From an optimization exercise on the open Yosys and OpenROAD flow, aimed at small area and a short achievable clock period; shortcuts taken in it are not production practice. Function was checked by simulation only, so behaviour that the tests miss may differ from the original. Power figures rest on the tool's default switching activity, not on a simulated workload.

===== design/flow/config.mk =====
export PLATFORM = sky130hd
export DESIGN_NAME = alu_top
export DESIGN_NICKNAME = alu_top
export VERILOG_FILES = /design/flow/design.v
export SDC_FILE = /design/flow/constraint.sdc
export NUM_CORES = 4
export LEC_CHECK = 0
export CAP_MARGIN = 20
export CORE_MARGIN = 2
export CORE_UTILIZATION = 70
export CTS_BUF_LIST = sky130_fd_sc_hd__clkbuf_8
export PLACE_DENSITY = 0.8
export SETUP_SLACK_MARGIN = 3.2
export SLEW_MARGIN = 20
export TNS_END_PERCENT = 100

===== design/flow/standard.sh =====
#!/bin/bash
# synth_recipe.tcl (not shown) runs the flow's synth.tcl, then flattens the netlist and writes it again
# the make line also repeats each setting of config.mk as NAME=value (left out here)
make -C /OpenROAD-flow-scripts/flow DESIGN_CONFIG=/design/flow/config.mk WORK_HOME=/design/flow/orfs CLKGATE_MAP_FILE= SYNTH_SCRIPT=/design/flow/synth_recipe.tcl "${@:-finish}"

===== design/flow/flow/run.sh =====
#!/bin/bash
# Own layout flow: the standard ORFS flow (standard.sh, standard synthesis
# unchanged) with two sizing changes: the I/O port buffers are inserted as
# buf_1 cells instead of the cell buffer_ports picks by default, and the
# resizer may swap cells across footprints (MATCH_CELL_FOOTPRINT=0), so those
# buffers and the logic can be upsized where timing needs it.
set -euo pipefail
export BUFFER_PORTS_ARGS="-buffer_cell sky130_fd_sc_hd__buf_1"
bash standard.sh MATCH_CELL_FOOTPRINT=0 finish > flow_make.log 2>&1

===== design/flow/design.v =====
package alu_pkg;
    localparam int DATA_WIDTH   = 32;
    localparam int SHAMT_WIDTH  = 5;                           
    localparam int OPCODE_WIDTH = 6;
    localparam logic [OPCODE_WIDTH-1:0] OP_ADD    = 6'h00;
    localparam logic [OPCODE_WIDTH-1:0] OP_SUB    = 6'h01;
    localparam logic [OPCODE_WIDTH-1:0] OP_ADDSAT = 6'h02;
    localparam logic [OPCODE_WIDTH-1:0] OP_SUBSAT = 6'h03;
    localparam logic [OPCODE_WIDTH-1:0] OP_AND    = 6'h10;
    localparam logic [OPCODE_WIDTH-1:0] OP_OR     = 6'h11;
    localparam logic [OPCODE_WIDTH-1:0] OP_XOR    = 6'h12;
    localparam logic [OPCODE_WIDTH-1:0] OP_NOT    = 6'h13;
    localparam logic [OPCODE_WIDTH-1:0] OP_NOR    = 6'h14;
    localparam logic [OPCODE_WIDTH-1:0] OP_SHL    = 6'h15;
    localparam logic [OPCODE_WIDTH-1:0] OP_SHR    = 6'h16;
    localparam logic [OPCODE_WIDTH-1:0] OP_SAR    = 6'h17;
    localparam logic [OPCODE_WIDTH-1:0] OP_ROTL   = 6'h18;
    localparam logic [OPCODE_WIDTH-1:0] OP_ROTR   = 6'h19;
    localparam logic [OPCODE_WIDTH-1:0] OP_EQ     = 6'h20;
    localparam logic [OPCODE_WIDTH-1:0] OP_NE     = 6'h21;
    localparam logic [OPCODE_WIDTH-1:0] OP_LTS    = 6'h22;
    localparam logic [OPCODE_WIDTH-1:0] OP_LES    = 6'h23;
    localparam logic [OPCODE_WIDTH-1:0] OP_GTS    = 6'h24;
    localparam logic [OPCODE_WIDTH-1:0] OP_GES    = 6'h25;
    localparam logic [OPCODE_WIDTH-1:0] OP_LTU    = 6'h26;
    localparam logic [OPCODE_WIDTH-1:0] OP_LEU    = 6'h27;
    localparam logic [OPCODE_WIDTH-1:0] OP_GTU    = 6'h28;
    localparam logic [OPCODE_WIDTH-1:0] OP_GEU    = 6'h29;
endpackage
module operand_stage (
    input  logic        clk,
    input  logic        rst,
    input  logic        valid_instruction,
    input  logic [5:0]  opcode,
    input  logic [31:0] operand_a,
    input  logic [31:0] operand_b,
    input  logic        use_immediate,
    input  logic [31:0] immediate_value,
    output logic [31:0] p_q,
    output logic [31:0] g_q,
    output logic [4:0]  m_q,           
    output logic [4:0]  mn_q,          
    output logic        cin_q,         
    output logic        inv_q,         
    output logic        valid_q,
    output logic        arith_q,       
    output logic        sat_q,         
    output logic [2:0]  lut_q,         
    output logic        khi_q,         
    output logic        klo_q,         
    output logic        fill_q,        
    output logic        cmpu_q,
    output logic        cmps_q,
    output logic        cmpeq_q
);
    logic        sel_imm, sel_reg;
    logic [31:0] b_c;
    logic        invb, kill, left, cin, inv;
    logic        d_arith, d_sat, d_rot, d_shr, d_shl, d_fill, d_cmpu, d_cmps, d_cmpeq;
    logic [2:0]  d_lut;
    logic [4:0]  n, amt;
    always_comb begin
        d_arith = 1'b0; d_sat = 1'b0; d_lut = 3'b000;
        d_rot = 1'b0; d_shr = 1'b0; d_shl = 1'b0; d_fill = 1'b0;
        d_cmpu = 1'b0; d_cmps = 1'b0; d_cmpeq = 1'b0;
        case (opcode)
            alu_pkg::OP_ADD:    d_arith = 1'b1;
            alu_pkg::OP_SUB:    d_arith = 1'b1;
            alu_pkg::OP_ADDSAT: d_sat = 1'b1;
            alu_pkg::OP_SUBSAT: d_sat = 1'b1;
            alu_pkg::OP_AND:    d_lut = 3'b100;
            alu_pkg::OP_OR:     d_lut = 3'b110;
            alu_pkg::OP_XOR:    d_lut = 3'b010;
            alu_pkg::OP_NOT:    d_lut = 3'b001;        
            alu_pkg::OP_NOR:    d_lut = 3'b001;
            alu_pkg::OP_SHL:    d_shl = 1'b1;
            alu_pkg::OP_SHR:    d_shr = 1'b1;
            alu_pkg::OP_SAR:    begin d_shr = 1'b1; d_fill = 1'b1; end
            alu_pkg::OP_ROTL:   d_rot = 1'b1;
            alu_pkg::OP_ROTR:   d_rot = 1'b1;
            alu_pkg::OP_EQ:     d_cmpeq = 1'b1;
            alu_pkg::OP_NE:     d_cmpeq = 1'b1;
            alu_pkg::OP_LTS:    d_cmps = 1'b1;
            alu_pkg::OP_LES:    d_cmps = 1'b1;
            alu_pkg::OP_GTS:    d_cmps = 1'b1;
            alu_pkg::OP_GES:    d_cmps = 1'b1;
            alu_pkg::OP_LTU:    d_cmpu = 1'b1;
            alu_pkg::OP_LEU:    d_cmpu = 1'b1;
            alu_pkg::OP_GTU:    d_cmpu = 1'b1;
            alu_pkg::OP_GEU:    d_cmpu = 1'b1;
            default: ;
        endcase
    end
    logic [3:0] lo;
    assign lo   = opcode[3:0];
    assign invb = opcode[5] | (~opcode[4] & lo[0]);
    assign kill = opcode[4] & (lo[3] | (lo[1] & lo[0]) | (lo[2] & (lo[1] | lo[0])));
    assign left = ~lo[1] & (lo[3] ^ lo[0]);
    assign cin  = lo[0] ^ (opcode[5] & lo[1]);
    assign inv  = lo[1] | (lo[0] & ~lo[2] & ~lo[3]);
    assign sel_imm = use_immediate & ~kill;
    assign sel_reg = ~use_immediate & ~kill;
    assign b_c     = ((immediate_value & {32{sel_imm}}) | (operand_b & {32{sel_reg}})) ^ {32{invb}};
    assign n   = use_immediate ? immediate_value[4:0] : operand_b[4:0];
    assign amt = left ? 5'd0 - n : n;
    always_ff @(posedge clk) begin
        p_q   <= operand_a ^ b_c;
        g_q   <= operand_a & b_c;
        m_q   <= amt;
        mn_q  <= ~amt;
        cin_q <= cin;
        inv_q <= inv;
    end
    always_ff @(posedge clk or posedge rst) begin
        if (rst) begin
            valid_q <= 1'b0;
            arith_q <= 1'b0;
            sat_q   <= 1'b0;
            lut_q   <= 3'b000;
            khi_q   <= 1'b0;
            klo_q   <= 1'b0;
            fill_q  <= 1'b0;
            cmpu_q  <= 1'b0;
            cmps_q  <= 1'b0;
            cmpeq_q <= 1'b0;
        end else begin
            valid_q <= valid_instruction;
            arith_q <= valid_instruction & d_arith;
            sat_q   <= valid_instruction & d_sat;
            lut_q   <= {3{valid_instruction}} & d_lut;
            khi_q   <= valid_instruction & (d_rot | d_shl);
            klo_q   <= valid_instruction & (d_rot | d_shr | (d_shl & ~|n));
            fill_q  <= valid_instruction & d_fill;
            cmpu_q  <= valid_instruction & d_cmpu;
            cmps_q  <= valid_instruction & d_cmps;
            cmpeq_q <= valid_instruction & d_cmpeq;
        end
    end
endmodule
module adder_unit (
    input  logic [31:0] p,
    input  logic [31:0] g,
    input  logic        cin,
    output logic [32:0] c
);
    logic [31:0] gu [0:5];      
    logic [31:0] pu [0:5];
    logic [31:0] gd [0:4];      
    logic [31:0] pd [0:4];
    always_comb begin
        gu[0] = g;
        pu[0] = p;
        gu[0][0] = cin ? (g[0] | p[0]) : g[0];          
    end
    for (genvar l = 0; l < 5; l++) begin : g_up
        for (genvar i = 0; i < 32; i++) begin : g_bit
            if ((i % (2 << l)) == ((2 << l) - 1)) begin : g_op
                assign gu[l+1][i] = gu[l][i] | (pu[l][i] & gu[l][i-(1<<l)]);
                assign pu[l+1][i] = pu[l][i] & pu[l][i-(1<<l)];
            end else begin : g_pass
                assign gu[l+1][i] = gu[l][i];
                assign pu[l+1][i] = pu[l][i];
            end
        end
    end
    assign gd[4] = gu[5];
    assign pd[4] = pu[5];
    for (genvar l = 3; l >= 0; l--) begin : g_dn
        for (genvar i = 0; i < 32; i++) begin : g_bit
            if ((i >= (3 << l) - 1) && ((i + 1) % (2 << l) == (1 << l))) begin : g_op
                assign gd[l][i] = gd[l+1][i] | (pd[l+1][i] & gd[l+1][i-(1<<l)]);
                assign pd[l][i] = pd[l+1][i] & pd[l+1][i-(1<<l)];
            end else begin : g_pass
                assign gd[l][i] = gd[l+1][i];
                assign pd[l][i] = pd[l+1][i];
            end
        end
    end
    assign c = {gd[0], cin};
endmodule
module logic_shift_unit (
    input  logic [31:0] p,
    input  logic [31:0] g,
    input  logic [4:0]  m,
    input  logic [4:0]  mn,
    input  logic [2:0]  lut,
    input  logic        khi,           
    input  logic        klo,           
    input  logic        fill,
    output logic [31:0] out
);
    logic [31:0] r [0:4];       
    logic [31:0] hi;            
    logic [31:0] keep;
    logic [31:0] k0, k1;        
    logic [31:0] ge;            
    assign ge = 32'hFFFF_FFFF << m;
    assign r[0] = p;
    rot_by1 u_rot1 (.x (r[0]), .s (m[0]), .sn (mn[0]), .yn (r[1]));
    rot_by2 u_rot2 (.x (r[1]), .s (m[1]), .sn (mn[1]), .yn (r[2]));
    rot_by4 u_rot4 (.x (r[2]), .s (m[2]), .sn (mn[2]), .yn (r[3]));
    rot_by8 u_rot8 (.x (r[3]), .s (m[3]), .sn (mn[3]), .yn (r[4]));
    for (genvar i = 0; i < 32; i++) begin : g_hi
        assign hi[i] = ~ge[31-i];                      
    end
    assign keep = (hi & {32{khi}}) | (~hi & {32{klo}});
    assign k0   = keep & {32{mn[4]}};
    assign k1   = keep & {32{m[4]}};
    assign out = (r[4] & k0)
               | ({r[4][15:0], r[4][31:16]} & k1)
               | ({32{fill & p[31]}} & hi)
               | (g & {32{lut[2]}})
               | (p & {32{lut[1]}})
               | (~(g | p) & {32{lut[0]}});
endmodule
module rot_by1 (
    input  logic [31:0] x,
    input  logic        s,
    input  logic        sn,
    output logic [31:0] yn
);
    assign yn = ~((x | {32{s}}) & ({x[0], x[31:1]} | {32{sn}}));
endmodule
module rot_by2 (
    input  logic [31:0] x,
    input  logic        s,
    input  logic        sn,
    output logic [31:0] yn
);
    assign yn = ~((x | {32{s}}) & ({x[1:0], x[31:2]} | {32{sn}}));
endmodule
module rot_by4 (
    input  logic [31:0] x,
    input  logic        s,
    input  logic        sn,
    output logic [31:0] yn
);
    assign yn = ~((x | {32{s}}) & ({x[3:0], x[31:4]} | {32{sn}}));
endmodule
module rot_by8 (
    input  logic [31:0] x,
    input  logic        s,
    input  logic        sn,
    output logic [31:0] yn
);
    assign yn = ~((x | {32{s}}) & ({x[7:0], x[31:8]} | {32{sn}}));
endmodule
module compare_unit (
    input  logic [31:0] p,
    input  logic        g31,
    input  logic        c31,
    input  logic        cout,
    input  logic        inv,
    input  logic        cmpu,
    input  logic        cmps,
    input  logic        cmpeq,
    output logic        flag
);
    logic eq;
    logic cout_s;
    assign eq     = &p;                        
    assign cout_s = p[31] ? c31 : ~g31;
    assign flag   = ((cmpeq & eq) | (cmpu & cout) | (cmps & cout_s)) ^ (inv & (cmpeq | cmpu | cmps));
endmodule
module result_stage (
    input  logic        clk,
    input  logic        rst,
    input  logic        valid,
    input  logic        arith,
    input  logic        sat,
    input  logic        cin,
    input  logic [31:0] p,
    input  logic [31:0] g,
    input  logic [32:0] c,
    input  logic [31:0] logic_shift,
    input  logic        flag,
    output logic        resp_valid,
    output logic [31:0] resp_result,
    output logic        resp_carry,
    output logic        resp_overflow,
    output logic        resp_zero,
    output logic        resp_negative
);
    logic        ovf;
    logic        clamp;
    logic        add_en;
    logic [31:0] r0, r1;        
    logic [31:0] result_d;
    assign ovf    = ~p[31] & (c[31] ^ g[31]);
    assign clamp  = sat & ovf;
    assign add_en = arith | sat;
    assign r0 = logic_shift | (p & {32{add_en}});
    assign r1 = logic_shift | (~p & {32{add_en}});
    always_comb begin
        for (int i = 0; i < 32; i++) begin
            result_d[i] = c[i] ? r1[i] : r0[i];
        end
        if (clamp) result_d = {g[31], {31{~g[31]}}};     
        if (flag)  result_d = '1;
    end
    always_ff @(posedge clk or posedge rst) begin
        if (rst) begin
            resp_valid    <= 1'b0;
            resp_result   <= '0;
            resp_carry    <= 1'b0;
            resp_overflow <= 1'b0;
        end else begin
            resp_valid    <= valid;
            resp_result   <= result_d;
            resp_carry    <= arith & (c[32] ^ cin);
            resp_overflow <= add_en & ovf;
        end
    end
    assign resp_zero     = resp_valid & ~|resp_result;
    assign resp_negative = resp_result[31];
endmodule
module int_alu_core (
    input  logic        clk,
    input  logic        rst,
    input  logic        valid_instruction,
    input  logic [5:0]  opcode,
    input  logic [31:0] operand_a,
    input  logic [31:0] operand_b,
    input  logic        use_immediate,
    input  logic [31:0] immediate_value,
    output logic        resp_valid,
    output logic [31:0] resp_result,
    output logic        resp_carry,
    output logic        resp_overflow,
    output logic        resp_zero,
    output logic        resp_negative
);
    logic [31:0] p, g, ls_out;
    logic [32:0] c;
    logic [4:0]  m, mn;
    logic        cin, inv, valid, arith, sat, khi, klo, fill, cmpu, cmps, cmpeq;
    logic [2:0]  lut;
    logic        flag;
    operand_stage u_operand_stage (
        .clk (clk), .rst (rst),
        .valid_instruction (valid_instruction), .opcode (opcode),
        .operand_a (operand_a), .operand_b (operand_b),
        .use_immediate (use_immediate), .immediate_value (immediate_value),
        .p_q (p), .g_q (g), .m_q (m), .mn_q (mn), .cin_q (cin), .inv_q (inv), .valid_q (valid),
        .arith_q (arith), .sat_q (sat), .lut_q (lut), .khi_q (khi), .klo_q (klo),
        .fill_q (fill), .cmpu_q (cmpu), .cmps_q (cmps), .cmpeq_q (cmpeq)
    );
    adder_unit u_adder_unit (
        .p (p), .g (g), .cin (cin), .c (c)
    );
    logic_shift_unit u_logic_shift_unit (
        .p (p), .g (g), .m (m), .mn (mn), .lut (lut), .khi (khi), .klo (klo),
        .fill (fill), .out (ls_out)
    );
    compare_unit u_compare_unit (
        .p (p), .g31 (g[31]), .c31 (c[31]), .cout (c[32]), .inv (inv),
        .cmpu (cmpu), .cmps (cmps), .cmpeq (cmpeq), .flag (flag)
    );
    result_stage u_result_stage (
        .clk (clk), .rst (rst), .valid (valid), .arith (arith), .sat (sat), .cin (cin),
        .p (p), .g (g), .c (c), .logic_shift (ls_out), .flag (flag),
        .resp_valid (resp_valid), .resp_result (resp_result), .resp_carry (resp_carry),
        .resp_overflow (resp_overflow), .resp_zero (resp_zero), .resp_negative (resp_negative)
    );
endmodule
module alu_top (
    input  logic        clk,
    input  logic        rst,
    input  logic        valid_instruction,
    input  logic [5:0]  opcode,
    input  logic [31:0] operand_a,
    input  logic [31:0] operand_b,
    input  logic        use_immediate,
    input  logic [31:0] immediate_value,
    output logic        resp_valid,
    output logic [31:0] resp_result,
    output logic        resp_carry,
    output logic        resp_overflow,
    output logic        resp_zero,
    output logic        resp_negative
);
    int_alu_core u_core (
        .clk               (clk),
        .rst               (rst),
        .valid_instruction (valid_instruction),
        .opcode            (opcode),
        .operand_a         (operand_a),
        .operand_b         (operand_b),
        .use_immediate     (use_immediate),
        .immediate_value   (immediate_value),
        .resp_valid        (resp_valid),
        .resp_result       (resp_result),
        .resp_carry        (resp_carry),
        .resp_overflow     (resp_overflow),
        .resp_zero         (resp_zero),
        .resp_negative     (resp_negative)
    );
endmodule

===== design/flow/constraint.sdc =====
create_clock -name core_clock -period 6.0 [get_ports {clk}]
set_input_delay 1.2000 -clock core_clock [delete_from_list [all_inputs] [get_ports {clk}]]
set_output_delay 1.2000 -clock core_clock [all_outputs]
set_load 0.01 [all_outputs]

==> results of run 1 <==
-- state kept, by name, summed over array words and instances (netlist names), 3 cells and up --
name / cells
u_core.u_operand_stage.g_q: 32
u_core.u_operand_stage.mn_q: 5
u_core.u_operand_stage.lut_q: 3
u_core.u_result_stage.resp_result: 32
u_core.u_operand_stage.p_q: 32
u_core.u_operand_stage.m_q: 5
-- path summary, 6_finish.rpt --
check	start	to	slack [ps]	cells after the start
max	u_core.u_result_stage.resp_result[6]	resp_zero	2860	4
min	u_core.u_operand_stage.valid_q	u_core.u_result_stage.resp_valid	360	0
max reg2reg	u_core.u_operand_stage.p_q[27]	u_core.u_result_stage.resp_result[25]	3230	9
min reg2reg	u_core.u_operand_stage.valid_q	u_core.u_result_stage.resp_valid	360	0
max in group asynchronous	rst	u_core.u_result_stage.resp_result[15]	4510	2
min in group asynchronous	rst	u_core.u_operand_stage.valid_q	920	2
-- metrics by stage --
step	worst slack [ps]	hold WS (ps)	total power [mW]	area [um2]	cells
after floorplan	3238	331.2	1.782	8807	1043
after global placement	2665	333.6	2.028	9206	1258
after detailed placement	2524	348.3	2.049	9206	1258
after CTS	3096	364.5	2.865	9783	1296
after global routing	2774	368.2	3.070	9899	1298
final	2862	359.8	2.958	9902	1299
-- cells by family after synthesis --
kind of cell,after synthesis,share of synthesized area [%]
AO/OA/AOI/OAI,387,30.34
AND/OR/NAND/NOR,244,14.11
buffers and inverters,130,6.209
flip-flops,123,30.63
multiplexers,66,7.758
XOR/XNOR,53,5.271
adder cells (fa/ha/maj),40,5.683
-- cells in the final DEF, fill, tap and decap left out, types with 5 or more instances in the layout --
cell	netlist	routed
buf_1	8	139
o22ai_1	131	130
nor2_1	79	76
dfxtp_1	76	65
a21oi_1	65	61
mux2i_1	48	47
dfrtp_1	47	47
xnor2_1	46	45
nand2_1	43	43
ha_1	40	40
o21ai_2	31	32
a221oi_1	28	28
o21ai_0	27	26
inv_1	22	21
clkbuf_8	0	20
nor3b_1	19	19
nor3_1	19	18
mux2_2	18	18
buf_4	1	14
nand3_1	14	13
a22oi_1	13	13
a31oi_1	12	12
a22o_1	12	12
o221ai_1	11	11
a32oi_1	10	10
dfxtp_2	0	10
nand2b_1	9	9
nor2b_1	9	9
nand4_1	8	8
and3_1	7	7
xor2_1	7	7
a21o_1	6	6
nor4_1	10	6
a211oi_1	6	6
and2_1	5	5
-- power by group through the flow --
stage	clock, mW	combinational [mW]	sequential [mW]
2_1_floorplan	0	0.769	1.01
3_3_place_gp	0	0.875	1.15
3_5_place_dp	0	0.890	1.16
4_1_cts	0.802	0.915	1.15
5_1_grt	0.838	1.06	1.18
6_report	0.797	0.987	1.17
-- layout make-up --
class | count | area [um2] | share of cell area, %
antenna | 1 | 2.502 | 0.02527
clock buffer | 20 | 275.3 | 2.780
clock inverter | 12 | 160.2 | 1.617
inverter | 22 | 82.58 | 0.8340
multi-input combinational | 792 | 5723 | 57.80
sequential | 123 | 2714 | 27.41
tap | 168 | 210.2 | 2.123
timing repair buffer | 161 | 734.5 | 7.417
-- critical path: cells and delay by family (launching register included) --
kind | cells | cell delay, ps
buffers and inverters | 1 | 140
and+or+nand+nor | 3 | 890
DFF | 1 | 440
-- what timing repair did --
item / 4_1_cts / 5_1_grt
setup buffers: 4 / 1
setup endpoints to repair: 37 / 42
gates cloned: 2 / 0
resized for setup: 17 / 25
pin swaps: 7 / 4
-- per-layer routing --
metal | GRT usage, % | up-vias
li1 | - | 4126
met1 | 55.68 | 4227
met2 | 64.25 | 843
met3 | 16.45 | 201
met4 | 27.86 | 0
met5 | 0 | -
==> flow_metrics.tcl, run 1 <==
set metrics [dict create \
    grt-ovfl-total 0 \
    fin_nets 1263 \
    drt_pass1_iterations 12 \
    synth_edf_count 0 \
    powerDensity_nw_per_um2 298.7 \
    core_area_um2 12160 \
    max_stage_delay_ps 560 \
    antenna_found_initial 1 \
    async_flop_share_pct 38.21 \
    die_area_um2 13490 \
    die-height_um 116.2 \
    cp.arrival_ps 1940 \
    tritoncts "done" \
    cpMaxStageDelayCell "nor4_4" \
    maxCapViolCount 0 \
    yosysSeqAreaShare_pct 30.63 \
    ys_top_cells_by_count "o22ai_1 (131), nor2_1 (79), dfxtp_1 (76)" \
    ios 143 \
    dr_wl_met3_um 4133 \
    avgRoutedWirePerCell_um 23.05 \
    grt_start_max_net_pins 53 \
    synthTopCellsByArea "dfxtp_1 (17%), dfrtp_1 (13%), o22ai_1 (9.3%)" \
    hold_viol_final 0 \
    hold_buffers 0 \
    combPwrFrac_pct 33.4 \
    fin_worst_skew_ps 10.53 \
    m1WireLength_um 11210 \
    clockBufferDepth 2 \
    post-route-util_pct 81.42 \
    grtUsageTotal_pct 44.26 \
    synth_cells 1043 \
    num_rows 40 \
    worstMarginPinSlew_ps 1228 \
    die_w_um 116.2 \
    synth.cell_area_um2 8806 \
    power_switching_mw 1.192 \
    postRouteAntennaNets 0 \
    synth_area_per_cell_um2 8.443 \
    cp_max_fo 2 \
    fmax_ghz 0.3187 \
    first_iter_violations 1790 \
    path_cells "nor4_4 -> nand4_1 -> nor3_2 -> buf_2" \
    routed_via_density 7.234 \
    start_util_pct 72.41 \
    drcViolationCount 0 \
    seq_power_share_pct 39.7 \
    end_kind "output port" \
    drive_gt1_share_pct 13.45 \
    setup.worst_path.class "flop to output port" \
    synth_top_area_share_pct 17.28 \
    peakVddDrop_v 0.0002330 \
    grt_pass1_vias 8244 \
    min_period_ps 3138 \
    start_kind "flop" \
    hold_path_class "flop to flop" \
    yosys_register_bits 123 \
    cts_buffers 17 \
    required_ps 4800 \
    fin_crit_sh_pct 52.30 \
    yosysMostFrequentCell "o22ai_1" \
    clk_latency_ps 460 \
    via_count 9397 \
    synthDistinctLibCells 69 \
    synth_top_cell_by_area "dfxtp_1" \
    clk_pin_slew_ps 70 \
    max-slew-margin-rel_pct 18.02 \
    cts_root_buf "clkbuf_8" \
    switching_share_pct 40.31 \
    areaGrowthSynthToFinish_pct 12.45 \
    pwr-share-clk_pct 27.0 \
    io_buffers 142 \
    route.top_layer_used "met4" \
    n_fill_cell 774 \
    cts-htree-levels 4 \
    drv_slew 0 \
    yosys_most_used_dff "dfxtp_1" \
    setup_viol 0 \
    grt_pass1_wl_um 45290 \
    intPower_mw 1.765 \
    rsz0062_at_grt "true" \
    wl_met2_um 12430 \
    p_leak_nw 3.877 \
    place_congestion 1.060 \
    ys_warn_count 330 \
    status "timing/DRC/antenna clean" \
    synth_nets 1189 \
    dpl.hpwl_um 20000 \
    setup_tns_ps 0 \
    wl_um 29950 \
    cts.sink_count 123 \
]
==> run 2, diff against run 1 <==
--- a/design/flow/config.mk
+++ b/design/flow/config.mk
@@ -7,9 +7,9 @@
 export LEC_CHECK = 0
 export CAP_MARGIN = 20
 export CORE_MARGIN = 2
-export CORE_UTILIZATION = 70
+export CORE_UTILIZATION = 60
 export CTS_BUF_LIST = sky130_fd_sc_hd__clkbuf_8
-export PLACE_DENSITY = 0.8
+export PLACE_DENSITY = 0.7
 export SETUP_SLACK_MARGIN = 3.2
 export SLEW_MARGIN = 20
 export TNS_END_PERCENT = 100
==> flow_metrics.tcl, run 2 <==
set metrics [dict create \
    status "timing/DRC/antenna clean" \
    yosys_register_bits 123 \
    synth_top_area_share_pct 17.28 \
    clk_latency_ps 480 \
    place_congestion 0.9990 \
    fin_area_um2 9843 \
    postRouteAntennaNets 0 \
    synthTopCellsByArea "dfxtp_1 (17%), dfrtp_1 (13%), o22ai_1 (9.3%)" \
    tritoncts "done" \
    areaGrowthSynthToFinish_pct 11.78 \
    yosysMostFrequentCell "o22ai_1" \
    ys_warn_count 330 \
    grt-ovfl-total 0 \
    synthDistinctLibCells 69 \
    first_iter_violations 1237 \
    cts_root_buf "clkbuf_8" \
    setup_tns_ps 0 \
    final_cell_mix "buf_1 (140), o22ai_1 (131), nor2_1 (76)" \
    synth_top_family_by_area "compound AO/OA/AOI/OAI gates" \
    insertedDiodeCount 0 \
    cp_max_fo 2 \
    cts.sink_count 123 \
    end_kind "output port" \
    cts-htree-levels 4 \
    synth_nets 1189 \
    grtUsageTotal_pct 37.16 \
    hold_buffers 0 \
    layout_commonest_cell "buf_1" \
    setup.worst_path.class "flop to output port" \
    clk_pin_slew_ps 90 \
    synth_edf_count 0 \
    hold_path_class "flop to flop" \
    drcViolationCount 0 \
    synth_area_per_cell_um2 8.443 \
    placed_area_um2 9226 \
    synth_compound_area_share_pct 30.34 \
    num_rows 44 \
    dpl.hpwl_um 21120 \
    rsz0062_at_grt "true" \
    cp.arrival_ps 1660 \
    synth_cells 1043 \
    start_kind "flop" \
    required_ps 4800 \
    min_period_ps 2856 \
    synth.area.mux_share_pct 7.758 \
    yosysSeqAreaShare_pct 30.63 \
    drive_gt1_share_pct 12.93 \
    grt_start_max_net_pins 53 \
    yosys_most_used_dff "dfxtp_1" \
    grt_pass1_vias 7846 \
    core_area_um2 14420 \
    clockBufferDepth 2 \
    fin_nets 1262 \
    setup_viol 0 \
    hold_viol_final 0 \
    wl_um 29420 \
    drv_slew 0 \
    synth-xor-area-share_pct 5.271 \
    synthAdderAreaFrac_pct 5.683 \
    fin_crit_sh_pct 47.61 \
    avgRoutedWirePerCell_um 22.41 \
    maxCapViolCount 0 \
    async_flop_share_pct 38.21 \
    peakVddDrop_v 0.0001902 \
    power_mw 2.859 \
    die_w_um 125.1 \
    grt_pass1_wl_um 45170 \
    max-slew-margin-rel_pct 26.85 \
    n_fill_cell 1238 \
    drt_pass1_iterations 6 \
    worstMarginPinSlew_ps 1096 \
    fin_worst_skew_ps 22.59 \
    dp_cells 1274 \
    synth_top_cell_by_area "dfxtp_1" \
    seqCellArea_um2 2711 \
    synth.cell_area_um2 8806 \
    fmax_ghz 0.3501 \
    die-height_um 125.1 \
    multi_input_area_um2 5725 \
    reg_top3 "u_core.u_operand_stage.g_q (32), u_core.u_operand_stage.p_q (32), u_core.u_result_stage.resp_result (32)" \
    io_buffers 142 \
    ys_top_cells_by_count "o22ai_1 (131), nor2_1 (79), dfxtp_1 (76)" \
    cts_buffers 17 \
    die_area_um2 15660 \
    via_count 8828 \
    synth-simple-area-share_pct 14.11 \
    start_util_pct 61.05 \
    routed_via_density 6.724 \
    p_leak_nw 3.867 \
    antenna_found_initial 0 \
    instances_no_fill 1313 \
    powerDensity_nw_per_um2 290.5 \
    ios 143 \
]
[run 2: worst paths after layout]
kind                                                       start                                    end  slack [ps]  depth (start not counted)
setup / recovery           u_core.u_result_stage.resp_result[13]                              resp_zero        3140                          4
hold / removal                    u_core.u_operand_stage.valid_q       u_core.u_result_stage.resp_valid         350                          0
setup reg to reg                   u_core.u_operand_stage.p_q[2]   u_core.u_result_stage.resp_result[8]        3250                          9
hold reg to reg                   u_core.u_operand_stage.valid_q       u_core.u_result_stage.resp_valid         350                          0
max in group asynchronous                                    rst           u_core.u_operand_stage.klo_q        4700                          2
min in group asynchronous                                    rst  u_core.u_result_stage.resp_result[13]         820                          2
[run 2: layer usage]
layer  GRT usage [%]  wire [um]  up-vias
met2           54.92      12430      616
met4           15.49       1214        0
met3           11.51       3551       81
met5               0          0        -
met1           50.54      12230     4001
li1                -          -     4130
[run 2: per-stage QoR]
step                hold WS [ps]  setup WS (ps)  util (%)
detailed placement         334.7           2556     63.97
floorplan                  331.2           3238         -
global placement           333.6           2649     63.97
CTS                        351.9           3147     67.70
global route               364.1           3073     68.24
finish                     351.3           3144     68.24
[run 2: cell type report]
class                   count  area share (%)
inverters                  22          0.8517
multi-input cells         792           58.17
clock buffers              17           2.377
repair buffers            160           7.258
flip-flops and latches    123           27.55
clock inverters            15           1.462
well taps                 184           2.339
[run 2: power by group]
group / internal, mW / switching, mW / total, mW
combinational: 0.386 / 0.562 / 0.947
sequential: 0.929 / 0.244 / 1.17
clock: 0.368 / 0.371 / 0.739
[run 2: critical path: stages (launching register included)]
cell and delay (ps):
dfrtp_1 420, nor4_4 310, nand4_1 120, nor3_1 180
buf_2 160
[run 2: cells by family (layout without fill, tap and decap cells)]
family | Yosys count | in the layout
AO/OA/AOI/OAI | 387 | 387
XOR/XNOR | 53 | 53
adder cells (fa/ha/maj) | 40 | 40
buffers and inverters | 130 | 214
flip-flops | 123 | 123
multiplexers | 66 | 66
AND/OR/NAND/NOR | 244 | 246
[run 2: timing repair]
item                       in CTS  in global routing
buffers inserted                4                  1
pin swaps                       8                  2
setup endpoints to repair      36                 51
cloned                          2                  0
gates resized for setup        22                 18
==> run 3, diff against run 2 <==
--- a/design/flow/config.mk
+++ b/design/flow/config.mk
@@ -7,9 +7,8 @@
 export LEC_CHECK = 0
 export CAP_MARGIN = 20
 export CORE_MARGIN = 2
-export CORE_UTILIZATION = 60
+export CORE_UTILIZATION = 50
 export CTS_BUF_LIST = sky130_fd_sc_hd__clkbuf_8
-export PLACE_DENSITY = 0.7
 export SETUP_SLACK_MARGIN = 3.2
 export SLEW_MARGIN = 20
 export TNS_END_PERCENT = 100
==> flow_metrics.tcl, run 3 <==
set metrics [dict create \
    yosysMostFrequentCell "o22ai_1" \
    setup_viol 0 \
    layout_commonest_cell "buf_1" \
    first_iter_violations 1178 \
    grt-ovfl-total 0 \
    ys_top_cells_by_count "o22ai_1 (131), nor2_1 (79), dfxtp_1 (76)" \
    hold_path_class "flop to flop" \
    synthDistinctLibCells 69 \
    start_util_pct 51.09 \
    peakVddDrop_v 0.0001417 \
    required_ps 4800 \
    wl_um 30370 \
    max_stage_delay_ps 410 \
    powerDensity_nw_per_um2 286.3 \
    tritoncts "done" \
    maxCapViolCount 0 \
    synth_compound_area_share_pct 30.34 \
    synth_cells 1043 \
    yosys_most_used_dff "dfxtp_1" \
    fin_crit_sh_pct 47.54 \
    min_period_ps 2852 \
    ys_warn_count 330 \
    cp_max_fo 2 \
    reg_top3 "u_core.u_operand_stage.g_q (32), u_core.u_operand_stage.p_q (32), u_core.u_result_stage.resp_result (32)" \
    yosys_register_bits 123 \
    core_area_um2 17240 \
    max-slew-margin-rel_pct 20.30 \
    synth_top_family_by_area "compound AO/OA/AOI/OAI gates" \
    synthTopCellsByArea "dfxtp_1 (17%), dfrtp_1 (13%), o22ai_1 (9.3%)" \
    hold_buffers 0 \
    setup.worst_path.class "flop to output port" \
    setup_tns_ps 0 \
    synth-xor-area-share_pct 5.271 \
    start_kind "flop" \
    pre_cts_ws_ps 2573 \
    synth_nets 1189 \
    ios 143 \
    cts-htree-levels 4 \
    die-height_um 136.7 \
    via_count 8836 \
    die_area_um2 18690 \
    synth-simple-area-share_pct 14.11 \
    synth_top_area_share_pct 17.28 \
    async_flop_share_pct 38.21 \
    synth.area.mux_share_pct 7.758 \
    avgRoutedWirePerCell_um 22.32 \
    cts_root_buf "clkbuf_8" \
    path_cells "nor4_4 -> nand4_1 -> nor3_2 -> buf_2" \
    drive_gt1_share_pct 13.47 \
    power_mw 2.859 \
    io_buffers 142 \
    hold_viol_final 0 \
    cts.sink_count 123 \
    worstMarginPinSlew_ps 1195 \
    synth_edf_count 0 \
    final_cell_mix "buf_1 (139), o22ai_1 (131), nor2_1 (77)" \
    drcViolationCount 0 \
    dpl.hpwl_um 22250 \
    clk_latency_ps 460 \
    fin_worst_skew_ps 12.74 \
    cts_buffers 17 \
    synth_top_cell_by_area "dfxtp_1" \
    grt_pass1_wl_um 45370 \
    rsz0062_at_grt "true" \
    fin_nets 1269 \
    grt_start_max_net_pins 49 \
    areaGrowthSynthToFinish_pct 13.41 \
    drt_pass1_iterations 6 \
    grt_pass1_vias 7685 \
    insertedDiodeCount 0 \
    p_leak_nw 3.895 \
    end_kind "output port" \
    place_congestion 1.030 \
    holdWs_ps 355.2 \
    drv_slew 0 \
    grtUsageTotal_pct 32.49 \
    postRouteAntennaNets 0 \
    synthAdderAreaFrac_pct 5.683 \
    antenna_found_initial 0 \
    num_rows 48 \
    routed_via_density 6.492 \
    synth.cell_area_um2 8806 \
    post-route-util_pct 57.94 \
    yosysSeqAreaShare_pct 30.63 \
    fin_ws_ps 3148 \
    fmax_ghz 0.3506 \
    clk_pin_slew_ps 80 \
    synth_area_per_cell_um2 8.443 \
    cpMaxStageDelayCell "dfrtp_1" \
    status "timing/DRC/antenna clean" \
    die_w_um 136.7 \
    cp.arrival_ps 1650 \
    clockBufferDepth 2 \
]
-- run 3: final timing paths --
path | start | to | slack (ps) | cells past startpoint
min | u_core.u_operand_stage.valid_q | u_core.u_result_stage.resp_valid | 360 | 0
max reg2reg | u_core.u_operand_stage.p_q[2] | u_core.u_result_stage.resp_result[15] | 3250 | 9
max | u_core.u_result_stage.resp_result[3] | resp_zero | 3150 | 4
min reg2reg | u_core.u_operand_stage.valid_q | u_core.u_result_stage.resp_valid | 360 | 0
max in group asynchronous | rst | u_core.u_result_stage.resp_result[21] | 4780 | 3
min in group asynchronous | rst | u_core.u_result_stage.resp_valid | 720 | 2
-- run 3: repair_timing --
| item | CTS | global route |
|---|---|---|
| pin swaps | 5 | 3 |
| gates cloned | 2 | 0 |
| setup endpoints to repair | 33 | 83 |
| resized for setup | 19 | 19 |
| buffers inserted | 6 | 1 |
-- run 3: where the power goes --
| group | switching, mW | leakage (nW) | internal [mW] |
|---|---|---|---|
| Combinational | 0.608 | 2.42 | 0.390 |
| Clock | 0.354 | 0.201 | 0.368 |
| Sequential | 0.212 | 1.28 | 0.928 |
| Total | 1.17 | 3.89 | 1.69 |
-- run 3: layout make-up --
class / instances / area, um2
timing repair buffer: 167 / 798.3
clock inverter: 15 / 152.6
tap: 225 / 281.5
sequential: 123 / 2705
inverter: 22 / 82.58
fill: 1573 / 7249
clock buffer: 17 / 234.0
multi-input combinational: 792 / 5733
-- run 3: critical path: cells and delay by family (launching register included) --
| family | cells | cell delay, ps |
|---|---|---|
| DFF | 1 | 410 |
| and+or+nand+nor | 3 | 640 |
| buffers and inverters | 1 | 140 |
-- run 3: logic make-up (layout without fill, tap and decap cells) --
kind of cell	Yosys count	after routing
compound gates	387	387
simple gates	244	246
buf+inv	130	221
flops	123	123
mux	66	66
xor+xnor	53	53
fa+ha+maj	40	40
-- run 3: per-layer routing --
layer	global-route usage (%)	vias to the layer above	wire length (um)
li1	-	4143	-
met1	46.92	4086	13360
met2	47.17	540	12930
met3	5.556	67	2837
met4	14.29	0	1246
met5	0	-	0
-- run 3: stage by stage --
stage / cell area (um2) / std cells
final: 9987 / 1361
after global routing: 9987 / 1361
after CTS: 9901 / 1359
after detailed placement: 9308 / 1319
after global placement: 9308 / 1319
after floorplan: 8807 / 1043
==> run 4, diff against run 3 <==
--- a/design/flow/config.mk
+++ b/design/flow/config.mk
@@ -7,8 +7,9 @@
 export LEC_CHECK = 0
 export CAP_MARGIN = 20
 export CORE_MARGIN = 2
-export CORE_UTILIZATION = 50
+export CORE_UTILIZATION = 65
 export CTS_BUF_LIST = sky130_fd_sc_hd__clkbuf_8
+export PLACE_DENSITY = 0.75
 export SETUP_SLACK_MARGIN = 3.2
 export SLEW_MARGIN = 20
 export TNS_END_PERCENT = 100
==> flow_metrics.tcl, run 4 <==
set metrics [dict create \
    clk_latency_ps 460 \
    fin_crit_sh_pct 47.11 \
    cpMaxStageDelayCell "dfrtp_1" \
    fin_area_um2 9839 \
    fin_nets 1262 \
    critical-path-top-delay-family "simple AND/OR/NAND/NOR gates" \
    synth_cells 1043 \
    core_area_um2 13240 \
    grt_pass1_wl_um 45780 \
    hold_path_class "flop to flop" \
    yosysSeqAreaShare_pct 30.63 \
    path_depth 4 \
    instances_no_fill 1306 \
    end_kind "output port" \
    setup_tns_ps 0 \
    max_stage_delay_ps 430 \
    synthDistinctLibCells 69 \
    reg_top3 "u_core.u_operand_stage.g_q (32), u_core.u_operand_stage.p_q (32), u_core.u_result_stage.resp_result (32)" \
    drv_slew 0 \
    fmax_ghz 0.3538 \
    grt-ovfl-total 0 \
    grt_pass1_vias 8253 \
    path_cells "nor4_4 -> nand4_1 -> nor3_1 -> buf_2" \
    die_area_um2 14500 \
    post-route-util_pct 74.30 \
    required_ps 4800 \
    crit_end "resp_zero" \
    synth_edf_count 0 \
    maxCapViolCount 0 \
    crit_path_start "u_core.u_result_stage.resp_result[4]" \
    yosys_register_bits 123 \
    grt_start_max_net_pins 52 \
    antenna_found_initial 2 \
    worstMarginPinSlew_ps 1068 \
    fin_ws_ps 3173 \
    ios 143 \
    status "timing/DRC/antenna clean" \
    setup_viol 0 \
    tritoncts "done" \
    synthTopCellsByArea "dfxtp_1 (17%), dfrtp_1 (13%), o22ai_1 (9.3%)" \
    min_period_ps 2827 \
    postRouteAntennaNets 0 \
    die_w_um 120.4 \
    die-height_um 120.4 \
    cts.sink_count 123 \
    rsz0062_at_grt "true" \
    start_util_pct 66.50 \
    wl_um 29680 \
    final_cell_mix "buf_1 (139), o22ai_1 (131), nor2_1 (76)" \
    cp_max_fo 2 \
    hp-start "u_core.u_operand_stage.valid_q" \
    hold_buffers 0 \
    synth_nets 1189 \
    r2r_slack_ps 3220 \
    via_count 9176 \
    ys_top_cells_by_count "o22ai_1 (131), nor2_1 (79), dfxtp_1 (76)" \
    first_iter_violations 1680 \
    async_flop_share_pct 38.21 \
    yosys_most_used_dff "dfxtp_1" \
    fin_worst_skew_ps 13.74 \
    clk_pin_slew_ps 80 \
    placed_area_um2 9211 \
    drcViolationCount 0 \
    num_rows 42 \
    grtUsageTotal_pct 41.08 \
    p_leak_nw 3.850 \
    start_kind "flop" \
    io_buffers 142 \
    cts-htree-levels 4 \
    cts_root_buf "clkbuf_8" \
    synth_area_per_cell_um2 8.443 \
    n_fill_cell 1006 \
    ys_warn_count 330 \
    avgRoutedWirePerCell_um 22.72 \
    rr_endpoint "u_core.u_result_stage.resp_result[27]" \
    pre_cts_ws_ps 2557 \
    cts_buffers 17 \
    hold_viol_final 0 \
    clockBufferDepth 2 \
    layout_commonest_cell "buf_1" \
    dpl.hpwl_um 21020 \
    dp_cells 1265 \
    drt_pass1_iterations 7 \
    cp_num_buf_inv 1 \
    rr_worst_depth 8 \
    cp.arrival_ps 1630 \
    yosysMostFrequentCell "o22ai_1" \
    max-slew-margin-rel_pct 28.78 \
    place_congestion 0.9955 \
    areaGrowthSynthToFinish_pct 11.74 \
    synth_top_cell_by_area "dfxtp_1" \
    powerDensity_nw_per_um2 292.2 \
    routed_via_density 7.026 \
    peakVddDrop_v 0.0001838 \
    timing.rr.start "u_core.u_operand_stage.p_q[0]" \
    drive_gt1_share_pct 12.93 \
    synth_top_area_share_pct 17.28 \
    synth.cell_area_um2 8806 \
    setup.worst_path.class "flop to output port" \
]
[run 4: layout make-up]
type | count | area (um2) | area share, %
Antenna cell | 1 | 2.502 | 0.02543
Clock buffer | 18 | 247.7 | 2.518
Clock inverter | 14 | 145.1 | 1.475
Inverter | 22 | 82.58 | 0.8393
Multi-Input combinational cell | 793 | 5724 | 58.18
Sequential cell | 123 | 2709 | 27.53
Tap cell | 176 | 220.2 | 2.238
Timing Repair Buffer | 159 | 708.2 | 7.197
[run 4: cells by family (layout without fill, tap and decap cells)]
logic type	count (synthesis)	in the layout	synth area share [%]
compound gates	387	387	30.34
xor+xnor	53	53	5.271
fa+ha+maj	40	40	5.683
buf+inv	130	213	6.209
flops	123	123	30.63
mux	66	66	7.758
other cells	0	1	0
simple gates	244	247	14.11
[run 4: stage by stage]
step,hold slack (ps),power (mW)
floorplan,331.2,1.782
global placement,332.1,2.045
detailed placement,347.7,2.059
CTS,365.0,2.805
global route,380.2,3.000
finish,363.4,2.875
[run 4: layer usage]
layer	track usage (%)	vias to the layer above	wire, um
li1	-	4140	-
met1	54.90	4187	11760
met2	61.51	724	12530
met3	10.71	125	3704
met4	20.28	0	1680
met5	0	-	0
[run 4: repair_timing]
| action | 4_1_cts | 5_1_grt |
|---|---|---|
| cloned | 2 | 1 |
| pin swaps | 7 | 3 |
| hold endpoints to repair | 0 | 0 |
| gates resized for setup | 17 | 20 |
| endpoints found under the setup margin | 36 | 62 |
| setup buffers | 3 | 2 |
[run 4: where the power goes]
part           leakage [nW]  total [mW]  internal [mW]  switching [mW]
logic                  2.37       0.967          0.386           0.581
clock network         0.205       0.734          0.380           0.353
registers              1.28        1.17          0.929           0.246
[run 4: how the worst min path moves through the flow]
stage	end	slack [ps]	cells after the start
floorplan	u_core.u_result_stage.resp_valid	330	0
global placement	u_core.u_result_stage.resp_valid	330	0
detailed placement	u_core.u_result_stage.resp_valid	350	0
CTS	u_core.u_result_stage.resp_valid	360	0
global route	u_core.u_result_stage.resp_valid	380	0
finish	u_core.u_result_stage.resp_valid	360	0

[separate check: timing with driven ports]
Ports are ideal in the flow. The routed layouts listed here were re-timed in OpenROAD.
Step 1: set_driving_cell puts a clkbuf_16 on clk and a buf_2 on each other input, an assumption about the parent block.
Step 2 adds t to the input delays and takes it off the output delays; t is the mean of the earliest and latest rising clock arrival at the registers after step 1. Input paths then give back, and output paths get back, about the clock's delay inside the block.
Three values: no drivers, after step 1, after step 2; two values: the first two.
| run | shift t [ns] | setup slack, ns | hold slack, ns | worst register clock-pin slew, ns | pins driven straight from the clock port |
|---|---|---|---|---|---|
| run 1 | 0.500 | 2.862 / 2.821 / 2.814 | 0.360 / 0.360 / 0.360 | 0.08 / 0.08 | 1 |
| run 2 | 0.506 | 3.144 / 3.103 / 2.806 | 0.351 / 0.351 / 0.351 | 0.09 / 0.09 | 1 |
| run 3 | 0.492 | 3.148 / 3.108 / 2.887 | 0.355 / 0.355 / 0.355 | 0.08 / 0.08 | 1 |
| run 4 | 0.494 | 3.173 / 3.134 / 2.818 | 0.363 / 0.363 / 0.363 | 0.08 / 0.08 | 1 |
After both steps setup and hold are still met in every run listed. The setup slack of run 4, which loses most, moves by -0.039 ns with the drivers and by -0.355 ns with both steps.
